Background: an optimization exercise with open tools, aiming at small area. Do not read the settings as production practice. The RTL was checked by simulation tests, not by an equivalence proof against the original design. Power and IR drop assume default switching activity.

## v6
## vreg_writeback
module vreg_writeback #(
    parameter int LANES = 16,
    parameter int W     = 32
) (
    input  wire logic               clk,
    input  wire logic               rst,
    input  wire logic               alu_valid,
    output      logic               alu_ready,
    input  wire logic [3:0]         alu_rd,
    input  wire logic               alu_vec,
    input  wire logic [LANES*W-1:0] alu_data,
    input  wire logic               mem_valid,
    output      logic               mem_ready,
    input  wire logic [3:0]         mem_rd,
    input  wire logic               mem_vec,
    input  wire logic [W-1:0]       mem_data,
    output      logic               we3,
    output      logic [3:0]         ra3,
    output      logic [LANES*W-1:0] wd3,
    output      logic               selec_v_s_w,
    output      logic               pend_valid,
    output      logic [3:0]         pend_rd,
    output      logic               pend_vec,
    output      logic               pc_drop
);
Size in the first run: ~2400 cells after synthesis, ~1000 flip-flops, roughly 1100 I/O pins, roughly 31000 sq um of cells after synthesis.
==> module vreg_writeback, before the edit <==
module vreg_writeback #(
    parameter int LANES = 16,
    parameter int W     = 32
) (
    input  wire logic               clk,
    input  wire logic               rst,
    input  wire logic               alu_valid,
    output      logic               alu_ready,
    input  wire logic [3:0]         alu_rd,
    input  wire logic               alu_vec,
    input  wire logic [LANES*W-1:0] alu_data,
    input  wire logic               mem_valid,
    output      logic               mem_ready,
    input  wire logic [3:0]         mem_rd,
    input  wire logic               mem_vec,
    input  wire logic [W-1:0]       mem_data,
    output      logic               we3,
    output      logic [3:0]         ra3,
    output      logic [LANES*W-1:0] wd3,
    output      logic               selec_v_s_w,
    output      logic               pend_valid,
    output      logic [3:0]         pend_rd,
    output      logic               pend_vec,
    output      logic               pc_drop
);
    localparam logic [3:0] PC_REG = 4'd15;
    logic [3:0]              cnt_q, cnt_d;
    logic                    pwr_q, pwr_d;
    logic                    pend_q, pend_d;
    logic [3:0]              rd_q;
    logic                    vec_q;
    logic [LANES*W-1:0]      buf_q;      
    logic [LANES*W-1:0]      wd3_q;
    logic [3:0]              ra3_q;
    logic                    sel_q;
    logic                    we3_q;
    logic                    drop_q;
    logic                    ready_w;
    logic                    mem_acc_w;
    logic                    first_w;
    logic                    last_w;
    logic                    start_w;
    logic                    keep_w;
    logic                    g_valid_w;
    logic                    g_vec_w;
    logic [3:0]              g_rd_w;
    logic                    g_drop_w;
    logic                    vsel_m_w;
    logic                    vsel_a_w;
    logic                    asel_w;
    logic [LANES*W-1:0]      wd3_d;
    logic                    shift_w;
    logic                    hold_w;
    logic [LANES*W-1:0]      buf_d;
    assign ready_w   = !rst && !pwr_q;
    assign mem_acc_w = mem_valid && ready_w;
    assign first_w   = (cnt_q == 4'd0);
    assign last_w    = first_w ? !mem_vec : (cnt_q == 4'd15);
    assign start_w   = mem_acc_w && first_w;
    assign cnt_d  = (mem_acc_w && (!first_w || mem_vec)) ? cnt_q + 4'd1 : cnt_q;
    assign pwr_d  = mem_acc_w && last_w;
    assign pend_d = !rst && ((cnt_d != 4'd0) || pwr_d || pwr_q);
    assign keep_w = !start_w && pend_d;
    assign alu_ready = ready_w;
    assign mem_ready = ready_w;
    assign g_valid_w = pwr_q || (alu_valid && ready_w);
    assign g_vec_w   = pwr_q ? vec_q : alu_vec;
    assign g_rd_w    = pwr_q ? rd_q  : alu_rd;
    assign g_drop_w  = !g_vec_w && (g_rd_w == PC_REG);
    always_ff @(posedge clk) begin
        if (rst) begin
            cnt_q  <= 4'd0;
            pwr_q  <= 1'b0;
            we3_q  <= 1'b0;
            drop_q <= 1'b0;
        end else begin
            cnt_q  <= cnt_d;
            pwr_q  <= pwr_d;
            we3_q  <= g_valid_w && !g_drop_w;
            drop_q <= g_valid_w && g_drop_w;
        end
    end
    always_ff @(posedge clk) begin
        pend_q <= pend_d;
        rd_q   <= ({4{start_w}} & mem_rd)  | ({4{keep_w}} & rd_q);
        vec_q  <= (start_w && mem_vec) || (keep_w && vec_q);
        buf_q <= buf_d;
        wd3_q <= wd3_d;
        ra3_q <= ({4{pwr_q}} & rd_q) | ({4{asel_w}} & alu_rd);
        sel_q <= vsel_m_w || vsel_a_w;
    end
    assign shift_w = mem_valid && !pwr_q;
    assign hold_w  = !shift_w && (pwr_q || !first_w);
    assign buf_d   = ({(LANES*W){shift_w}} & {mem_data, buf_q[LANES*W-1:W]})
                   | ({(LANES*W){hold_w}}  & buf_q);
    assign pend_valid  = pend_q;
    assign pend_rd     = rd_q;
    assign pend_vec    = vec_q;
    assign we3         = we3_q;
    assign pc_drop     = drop_q;
    assign ra3         = ra3_q;
    assign selec_v_s_w = sel_q;
    assign wd3         = wd3_q;
    assign asel_w   = !pwr_q && alu_valid;
    assign vsel_m_w = pwr_q && vec_q;
    assign vsel_a_w = asel_w && alu_vec;
    assign wd3_d[LANES*W-1 -: W] = ({W{pwr_q}} & buf_q[LANES*W-1 -: W])
                                 | ({W{asel_w}} & alu_data[LANES*W-1 -: W]);
    assign wd3_d[(LANES-1)*W-1:0] = ({((LANES-1)*W){vsel_m_w}} & buf_q[(LANES-1)*W-1:0])
                                  | ({((LANES-1)*W){vsel_a_w}} & alu_data[(LANES-1)*W-1:0]);
endmodule
==> flow/config.mk <==
export PLATFORM = sky130hd
export DESIGN_NAME = vreg_writeback
export DESIGN_NICKNAME = vreg_writeback
export VERILOG_FILES = /design/flow/design.v
export SDC_FILE = /design/flow/constraint.sdc
export NUM_CORES = 4
export LEC_CHECK = 0
export CAP_MARGIN = 20
export CORE_AREA = 4 4 376 376
export DIE_AREA = 0 0 380 380
export SLEW_MARGIN = 20
==> flow/constraint.sdc <==
create_clock -name core_clock -period 4.0 [get_ports {clk}]
set_input_delay 0.8000 -clock core_clock [delete_from_list [all_inputs] [get_ports {clk}]]
set_output_delay 0.8000 -clock core_clock [all_outputs]
set_load 0.01 [all_outputs]
standard.sh (not shown) runs the stock make flow with config.mk's settings and CLKGATE_MAP_FILE= SYNTH_SCRIPT=/design/flow/synth_recipe.tcl, a recipe that flattens the netlist after the stock synthesis.
==> flow/flow/run.sh <==
#!/bin/bash
# Standard ORFS layout with two changes that only affect cell choice:
#  - port buffers use the smallest buffer (buf_1) instead of the default
#  - clock tree built from clkbuf_4/clkbuf_8 with smaller sink clusters and
#    no dummy loads
set -euo pipefail
export BUFFER_PORTS_ARGS="-buffer_cell sky130_fd_sc_hd__buf_1"
export CTS_ARGS="-sink_clustering_enable -repair_clock_nets -dont_use_dummy_load -sink_clustering_size 16 -sink_clustering_max_diameter 60 -buf_list {sky130_fd_sc_hd__clkbuf_4 sky130_fd_sc_hd__clkbuf_8}"
bash standard.sh > standard.log 2>&1
v6 ended with every stage complete and zero timing, DRC or antenna violations.
> inputs changed (v6 -> v7)
==> flow/design.v <==
`default_nettype none
module vreg_writeback #(
    parameter int LANES = 16,
    parameter int W     = 32
) (
    input  wire logic               clk,
    input  wire logic               rst,
    input  wire logic               alu_valid,
    output      logic               alu_ready,
    input  wire logic [3:0]         alu_rd,
    input  wire logic               alu_vec,
    input  wire logic [LANES*W-1:0] alu_data,
    input  wire logic               mem_valid,
    output      logic               mem_ready,
    input  wire logic [3:0]         mem_rd,
    input  wire logic               mem_vec,
    input  wire logic [W-1:0]       mem_data,
    output      logic               we3,
    output      logic [3:0]         ra3,
    output      logic [LANES*W-1:0] wd3,
    output      logic               selec_v_s_w,
    output      logic               pend_valid,
    output      logic [3:0]         pend_rd,
    output      logic               pend_vec,
    output      logic               pc_drop
);
    localparam logic [3:0] PC_REG = 4'd15;
    logic [3:0]              cnt_q;
    logic                    pwr_q;
    logic                    mwr_q;
    logic [3:0]              rd_q;
    logic                    vec_q;
    logic [LANES*W-1:0]      buf_q;      
    logic [LANES*W-1:0]      wd3_q;
    logic [3:0]              ra3_q;
    logic                    sel_q;
    logic                    we3_q;
    logic                    drop_q;
    logic                    ready_w;
    logic                    mem_acc_w;
    logic                    first_w;
    logic                    last_w;
    logic                    g_valid_w;
    logic                    g_vec_w;
    logic [3:0]              g_rd_w;
    logic                    g_drop_w;
    logic                    vsel_m_w;
    logic                    vsel_a_w;
    logic [LANES*W-1:0]      wd3_d;
    assign ready_w   = !rst && !pwr_q;
    assign mem_acc_w = mem_valid && ready_w;
    assign first_w   = (cnt_q == 4'd0);
    assign last_w    = first_w ? !mem_vec : (cnt_q == 4'd15);
    assign alu_ready = ready_w;
    assign mem_ready = ready_w;
    assign g_valid_w = pwr_q || (alu_valid && ready_w);
    assign g_vec_w   = pwr_q ? vec_q : alu_vec;
    assign g_rd_w    = pwr_q ? rd_q  : alu_rd;
    assign g_drop_w  = !g_vec_w && (g_rd_w == PC_REG);
    always_ff @(posedge clk) begin
        if (rst) begin
            cnt_q  <= 4'd0;
            pwr_q  <= 1'b0;
            mwr_q  <= 1'b0;
            we3_q  <= 1'b0;
            drop_q <= 1'b0;
        end else begin
            if (mem_acc_w && (!first_w || mem_vec))
                cnt_q <= cnt_q + 4'd1;
            pwr_q  <= mem_acc_w && last_w;
            mwr_q  <= pwr_q;
            we3_q  <= g_valid_w && !g_drop_w;
            drop_q <= g_valid_w && g_drop_w;
        end
    end
    always_ff @(posedge clk) begin
        if (mem_acc_w && first_w) begin
            rd_q  <= mem_rd;
            vec_q <= mem_vec;
        end
        if (mem_valid && !pwr_q)
            buf_q <= {mem_data, buf_q[LANES*W-1:W]};
        wd3_q <= wd3_d;
        ra3_q <= g_rd_w;
        sel_q <= g_vec_w;
    end
    assign pend_valid  = pwr_q || mwr_q || !first_w;
    assign pend_rd     = pend_valid ? rd_q : 4'd0;
    assign pend_vec    = pend_valid && vec_q;
    assign we3         = we3_q;
    assign pc_drop     = drop_q;
    assign ra3         = ra3_q;
    assign selec_v_s_w = sel_q;
    assign wd3         = wd3_q;
    assign vsel_m_w = pwr_q && vec_q;
    assign vsel_a_w = !pwr_q && alu_vec;
    assign wd3_d[LANES*W-1 -: W] = pwr_q ? buf_q[LANES*W-1 -: W] : alu_data[LANES*W-1 -: W];
    assign wd3_d[(LANES-1)*W-1:0] = ({((LANES-1)*W){vsel_m_w}} & buf_q[(LANES-1)*W-1:0])
                                  | ({((LANES-1)*W){vsel_a_w}} & alu_data[(LANES-1)*W-1:0]);
endmodule
`default_nettype wire
Results
v6 ended with every stage complete and zero timing, DRC or antenna violations. v7: PASS, flow complete, no timing, DRC or antenna violations. Between v6 and v7, the difference in xor and xnor fraction of the mapped netlist area is negligible. The count of flip-flops with a built-in enable after synthesis reported for v7 is greater than that of v6 by 517. v7: combinational power lower than v6. Against v6, v7 reports a worst endpoint data arrival time that is higher. In v7, part of the power in combinational logic is lower than in v6. Higher design area was reported by v7, not v6. Lower diode insertion count for antenna repair was reported by v7, not v6. Per the comparison of v7 with v6, via count lower; adder and majority cell fraction of the synthesized area roughly the same.

afterwards: timing with drivers on the ports:
Ports are ideal in the flow. The routed layouts listed here were re-timed in OpenROAD. Step 1 assumes that a clkbuf_16 drives the clock port and a buf_2 every other input. Step 2 adds t to the input delays and takes it off the output delays; t is the mean of the earliest and latest rising clock arrival at the registers after step 1. Input paths then give back, and output paths get back, about the clock's delay inside the block. Three values: ideal, step 1, step 2; two values: the first two.
| run | t, ns | slack for setup (ns) | worst setup path at the end | worst register clock-pin slew, ns | worst slew at a driven data input, ns |
|---|---|---|---|---|---|
| v6 | 0.803 | 1.102 / 1.026 / 1.461 | input to register | 0.11 / 0.11 | 0.20 |
| v7 | 0.776 | 0.711 / 0.656 / 1.351 | register to register | 0.11 / 0.11 | 0.24 |
After both steps every run listed still meets setup and hold.
